From an optimization exercise on the open Yosys and OpenROAD flow, aimed at small area; shortcuts taken in it are not production practice. Function was checked by simulation only, so behaviour that the tests miss may differ from the original. No activity file was given, so power comes from the tool's default toggle rates.

==> flow/design.v <==
`default_nettype none
package rf_pkg;
    localparam int XLEN_DEF  = 32;
    localparam int NREGS_DEF = 32;
    localparam int ZERO_REG  = 0;
    typedef logic [$clog2(NREGS_DEF)-1:0] reg_addr_t;
    typedef logic [XLEN_DEF-1:0]          word_t;
endpackage : rf_pkg
`default_nettype wire
`default_nettype none
module rf_scoreboard
#(
    parameter  int NREGS = 32,
    localparam int AW    = $clog2(NREGS)
) (
    input  logic             clk,
    input  logic             rst_n,
    input  logic             iss_valid,
    input  logic [AW-1:0]    iss_rd,
    input  logic             we,
    input  logic [AW-1:0]    wa,
    input  logic             flush,
    output logic [NREGS-1:0] busy_vec
);
    logic [NREGS-1:0] r_busy;
    logic [NREGS-1:0] w_busy_nxt;
    always_comb begin
        w_busy_nxt = r_busy;
        if (flush) begin
            w_busy_nxt = '0;
        end else begin
            if (we) begin
                w_busy_nxt[wa] = 1'b0;
            end
            if (iss_valid) begin
                w_busy_nxt[iss_rd] = 1'b1;
            end
        end
        w_busy_nxt[rf_pkg::ZERO_REG] = 1'b0;
    end
    always_ff @(posedge clk or negedge rst_n) begin
        if (!rst_n) begin
            r_busy <= '0;
        end else begin
            r_busy <= w_busy_nxt;
        end
    end
    assign busy_vec = r_busy;
endmodule
`default_nettype wire
`default_nettype none
module regfile_sb
#(
    parameter  int XLEN   = rf_pkg::XLEN_DEF,
    parameter  int NREGS  = rf_pkg::NREGS_DEF,
    parameter  int NRD    = 2,
    parameter  int BYPASS = 1,
    localparam int AW     = $clog2(NREGS)
) (
    input  logic                clk,
    input  logic                rst_n,
    input  logic [NRD*AW-1:0]   rd_addr,
    output logic [NRD*XLEN-1:0] rd_data,
    output logic [NRD-1:0]      rd_busy,
    input  logic                we,
    input  logic [AW-1:0]       wa,
    input  logic [XLEN-1:0]     din,
    input  logic                iss_valid,
    input  logic [AW-1:0]       iss_rd,
    input  logic                flush,
    output logic [NREGS-1:0]    busy_vec
);
    localparam logic [AW-1:0] c_ZERO_ADDR = AW'(rf_pkg::ZERO_REG);
    logic [XLEN-1:0]  r_regs [NREGS];
    logic [NREGS-1:0] w_busy;
    always_ff @(posedge clk or negedge rst_n) begin
        if (!rst_n) begin
            for (int i = 0; i < NREGS; i++) begin
                r_regs[i] <= '0;
            end
        end else if (we && (wa != c_ZERO_ADDR)) begin
            r_regs[wa] <= din;
        end
    end
    rf_scoreboard #(
        .NREGS (NREGS)
    ) u_scoreboard (
        .clk       (clk),
        .rst_n     (rst_n),
        .iss_valid (iss_valid),
        .iss_rd    (iss_rd),
        .we        (we),
        .wa        (wa),
        .flush     (flush),
        .busy_vec  (w_busy)
    );
    assign busy_vec = w_busy;
    generate
        for (genvar k = 0; k < NRD; k++) begin : g_rd
            logic [AW-1:0] w_addr;
            logic          w_zero;
            logic          w_hit;
            assign w_addr = rd_addr[k*AW +: AW];
            assign w_zero = (w_addr == c_ZERO_ADDR);
            assign w_hit  = (BYPASS != 0) && we && (wa == w_addr) && !w_zero;
            assign rd_data[k*XLEN +: XLEN] = w_zero ? '0 :
                                             w_hit  ? din : r_regs[w_addr];
            assign rd_busy[k] = w_hit ? 1'b0 : w_busy[w_addr];
        end
    endgenerate
endmodule
`default_nettype wire
==> flow/run.sh <==
#!/bin/bash
# synth_recipe.tcl (not shown) runs the flow's synth.tcl, then flattens the netlist and writes it again
# the make line also repeats each setting of config.mk as NAME=value (left out here)
make -C /OpenROAD-flow-scripts/flow DESIGN_CONFIG=/design/flow/config.mk WORK_HOME=/design/flow/orfs CLKGATE_MAP_FILE= SYNTH_SCRIPT=/design/flow/synth_recipe.tcl finish
==> flow/config.mk <==
export PLATFORM = sky130hd
export DESIGN_NAME = regfile_sb
export DESIGN_NICKNAME = regfile_sb
export VERILOG_FILES = /design/flow/design.v
export SDC_FILE = /design/flow/constraint.sdc
export NUM_CORES = 4
export LEC_CHECK = 0
export CAP_MARGIN = 20
export CORE_MARGIN = 2
export CORE_UTILIZATION = 30
export SETUP_SLACK_MARGIN = 0.4
export SLEW_MARGIN = 20
==> flow/constraint.sdc <==
create_clock -name core_clock -period 6.0 [get_ports {clk}]
set_input_delay 1.2000 -clock core_clock [delete_from_list [all_inputs] [get_ports {clk}]]
set_output_delay 1.2000 -clock core_clock [all_outputs]
set_load 0.01 [all_outputs]
==> reports/summary.json <==
{
  "drive_above_1_share_pct": 36.7,
  "critical_path_required_ns": 4.80,
  "insertion_delay_ns": 0.72,
  "crit_type": "input pin to output port",
  "synthesis.area_per_instance_um2": 11.3,
  "startpoint": "rd_addr[8]",
  "dr_pass1_iterations": 7,
  "die_extent_in_y_um": 428,
  "post-synth-top-area-cell": "sky130_fd_sc_hd__dfrtp_1",
  "fp.coreArea_um2": 179000,
  "critical_path_buf_inv_count": 4,
  "gp_congestion": 0.995,
  "postRouteAntennaNets": 0,
  "postSynth.asyncResetShare_pct": 100,
  "crit_path_frequent_cell": "sky130_fd_sc_hd__buf_4",
  "numClockSinks": 1023,
  "r2r_slack_ns": 5.07,
  "ir_drop_uv": 272,
  "cts.clk_slew.worst_paths_ns": 0.07,
  "grt_pass1_vias": 47900,
  "power_density_nw_per_um2": 310,
  "layout.filler_cells": 17400,
  "initial_utilization_pct": 30.2,
  "synth.lib_cells_used.distinct": 75,
  "finalSetupTns_ns": 0,
  "report.final.slew_viol_count": 0,
  "holdWs_ns": 0.449,
  "design.die.area_um2": 183000,
  "synthesis.nets": 4838,
  "cts_max_level": 3,
  "synthToLayoutAreaGrowth_pct": 21.5,
  "finalWirelength_um": 298000,
  "global_route_wire_length_before_repair_um": 403000,
  "endpoint_kind": "output port",
  "rsz0062_at_grt": "true",
  "critPathMaxFanout": 20,
  "slowest_delay_ns": 0.62,
  "p_leak_nw": 29.4,
  "initial_antenna_violation_count": 43,
  "cts_buffers": 110,
  "synth-edff-count": 0,
  "worst_hold_path_type": "input pin to asynchronous set/reset pin",
  "hold_viol": 0,
  "die_span_in_x_um": 428,
  "worstPathCellList": "buf_2 > or3b_2 > nor2_4 > buf_4 > a22oi_1 > nand4_1 > nor4_1 > buf_4 > o21ai_1 > clkdlybuf4s50_1",
  "ys_seq_area_share_pct": 47.4,
  "dp_hpwl_um": 185000,
  "timing.max_cap.violations": 0,
  "synth_ff_type": "sky130_fd_sc_hd__dfrtp_1",
  "worstMarginPinSlew_ns": 1.47,
  "timing.clock.skew_ns": 0,
  "cts-root-buf": "sky130_fd_sc_hd__clkbuf_16",
  "place.port_buffers": 153,
  "row_count": 155,
  "yosys_warnings": 3,
  "yosys-top-cells-count": "sky130_fd_sc_hd__dfrtp_1, sky130_fd_sc_hd__mux2_2, sky130_fd_sc_hd__a22oi_1",
  "start_kind": "input pin",
  "status": "finished clean",
  "cts_tree": "built",
  "dp_cells": 7172,
  "final_min_period_over_clock_period_pct": 96.3,
  "crit_slowest_cell": "sky130_fd_sc_hd__or3b_2",
  "total_power_mw": 20.3,
  "timing.fmax_mhz": 173,
  "final_cells": 7479,
  "drc": 0,
  "worst_r2r_startpoint": "r_regs[2][27]",
  "netlist_top_cells_area": "sky130_fd_sc_hd__dfrtp_1, sky130_fd_sc_hd__mux2_2, sky130_fd_sc_hd__a22oi_1",
  "postSynthRegisterBits": 1023,
  "quantity_of_hold_fixing_buffers_added_after_cts": 0,
  "routed_via_density": 6.76,
  "finalWorstSetupSlack_ns": 0.221,
  "netlist.area_leader.share_pct": 47.4,
  "netlist_instances": 4772,
  "worst_slack_after_detailed_placement_ns": -0.0848,
  "routedWlPerCell_um": 39.9,
  "final_net_count": 5073,
  "overflow": 0,
  "mappedNetlistArea_um2": 54000,
  "initialDrtViolationCount": 9558,
  "global_route.usage.total_pct": 31.2,
  "num_vias": 50600,
  "timing.slew.headroom_pct": 1.69,
  "ios": 155,
  "cts.path.max_buffers": 3,
  "setup_viol": 0,
  "min_period_ns": 5.78,
  "synthMostInstantiatedCell": "sky130_fd_sc_hd__dfrtp_1",
  "grt_start_max_net_pins": 171,
  "path_delay_family": "buffers and inverters",
  "timing.critical_path.arrival_ns": 4.58
}
==> sequential cells by signal, indices dropped and copies added (netlist names) <==
signal               cells
r_regs                 992
u_scoreboard.r_busy     31
==> power by group <==
part	internal, mW	leakage, nW	switching, mW
sequential	8.22	13.1	1.37
combinational	1.62	14.4	1.65
clock	4.27	1.91	3.19
==> through the flow <==
step | utilization [%] | instance area [um^2]
floorplan | - | 54000
global placement | 33.9 | 60500
detailed placement | 33.9 | 60500
CTS | 36.4 | 65100
global route | 36.7 | 65600
finish | 36.7 | 65600
==> placed cells by master, fill, tap and decap left out, types with 8 or more instances in the layout <==
cell type	synthesis	final
sky130_fd_sc_hd__dfrtp_1	1023	1023
sky130_fd_sc_hd__nor4_1	62	34
sky130_fd_sc_hd__nor4_2	1	21
sky130_fd_sc_hd__a2111oi_1	11	27
sky130_fd_sc_hd__a221oi_1	27	27
sky130_fd_sc_hd__clkbuf_16	0	111
sky130_fd_sc_hd__clkinv_2	0	18
sky130_fd_sc_hd__a21oi_1	65	64
sky130_fd_sc_hd__clkdlybuf4s50_1	0	133
sky130_fd_sc_hd__clkbuf_8	0	27
sky130_fd_sc_hd__diode_2	0	24
sky130_fd_sc_hd__inv_1	10	10
sky130_fd_sc_hd__a2111oi_0	129	108
sky130_fd_sc_hd__mux2i_1	13	13
sky130_fd_sc_hd__nand4_1	127	127
sky130_fd_sc_hd__nor2b_1	15	11
sky130_fd_sc_hd__nor2_4	2	66
sky130_fd_sc_hd__o21ai_1	65	64
sky130_fd_sc_hd__nor2_1	78	25
sky130_fd_sc_hd__mux2_2	997	997
sky130_fd_sc_hd__mux4_2	18	18
sky130_fd_sc_hd__bufinv_16	0	12
sky130_fd_sc_hd__o21ai_0	104	104
sky130_fd_sc_hd__buf_12	0	82
sky130_fd_sc_hd__a22oi_1	533	533
sky130_fd_sc_hd__xor2_1	9	9
sky130_fd_sc_hd__buf_2	193	18
sky130_fd_sc_hd__clkbuf_1	244	17
sky130_fd_sc_hd__buf_4	17	355
sky130_fd_sc_hd__nor2_2	21	10
sky130_fd_sc_hd__ha_1	9	9
sky130_fd_sc_hd__nor3_1	17	13
sky130_fd_sc_hd__a31o_2	11	11
sky130_fd_sc_hd__nor4_4	0	8
sky130_fd_sc_hd__nand3_1	100	88
sky130_fd_sc_hd__nand2_1	225	222
sky130_fd_sc_hd__a2111oi_2	12	17
sky130_fd_sc_hd__and3_1	472	470
==> per-layer routing <==
layer	part of all wire (%)	track usage (%)	vias to the layer above	routed length [um]
li1	-	-	18800	-
met1	36	38.2	25400	107000
met2	41	44.3	4730	122000
met3	14	12.0	1615	41100
met4	9.2	23.1	34	27300
met5	0.12	0	-	350
==> worst paths after layout <==
kind | to | cells after the start
worst max register to register | r_regs[2][27] | 1
worst min-delay path | r_regs[13][27] | 1
max in group asynchronous | r_regs[23][11] | 3
min in group core_clock | r_regs[1][24] | 1
worst min register to register | r_regs[1][24] | 1
worst max-delay path | rd_data[63] | 10
==> timing repair <==
action / in CTS / in global routing
pin swaps: 10 / 11
gates resized for setup: 34 / 46
endpoints found under the setup margin: 55 / 48
buffers inserted: 44 / 26
hold endpoints to repair: 0 / 0
gates cloned: 2 / 4
==> area by class of cell <==
class / count / area (um^2) / share of cell area [%]
multi-input cells: 3265 / 27200 / 41.4
flip-flops and latches: 1023 / 25600 / 39.0
repair buffers: 597 / 5860 / 8.94
clock buffers: 155 / 3210 / 4.90
well taps: 2355 / 2950 / 4.49
clock inverters: 50 / 692 / 1.05
diodes: 24 / 60.1 / 0.0916
inverters: 10 / 37.5 / 0.0572
==> kinds of logic after synthesis <==
group	Yosys count	share of synthesized area (%)
flops	1023	47.4
buf+inv	490	4.20
compound gates	1006	13.6
mux	1029	21.8
xor+xnor	15	0.243
other cells	1	0.00695
fa+ha+maj	9	0.209
simple gates	1199	12.5

==> separate check: timing with driven ports <==
In the flow no input, the clock included, has a driving cell. The finished layout below was timed again as built, in two steps.
Step 1, drivers: a clkbuf_16 drives clk and a buf_2 each remaining input, both assumed.
Step 2 adds t to the input delays and takes it off the output delays; t is the mean of the earliest and latest rising clock arrival at the registers after step 1. Input paths then give back, and output paths get back, about the clock's delay inside the block.
Slacks: ideal / step 1 / step 2; pairs: ideal / step 1.
t (ns): 0.854
setup WS [ns]: 0.221 / 0.125 / 0.125
hold WS [ns]: 0.449 / 0.415 / 0.521
cell pins on the clock port's net: 1
After both steps setup and hold are still met in this run. For this run, drivers alone change the setup slack by -0.096 ns; drivers and shift together by -0.096 ns.
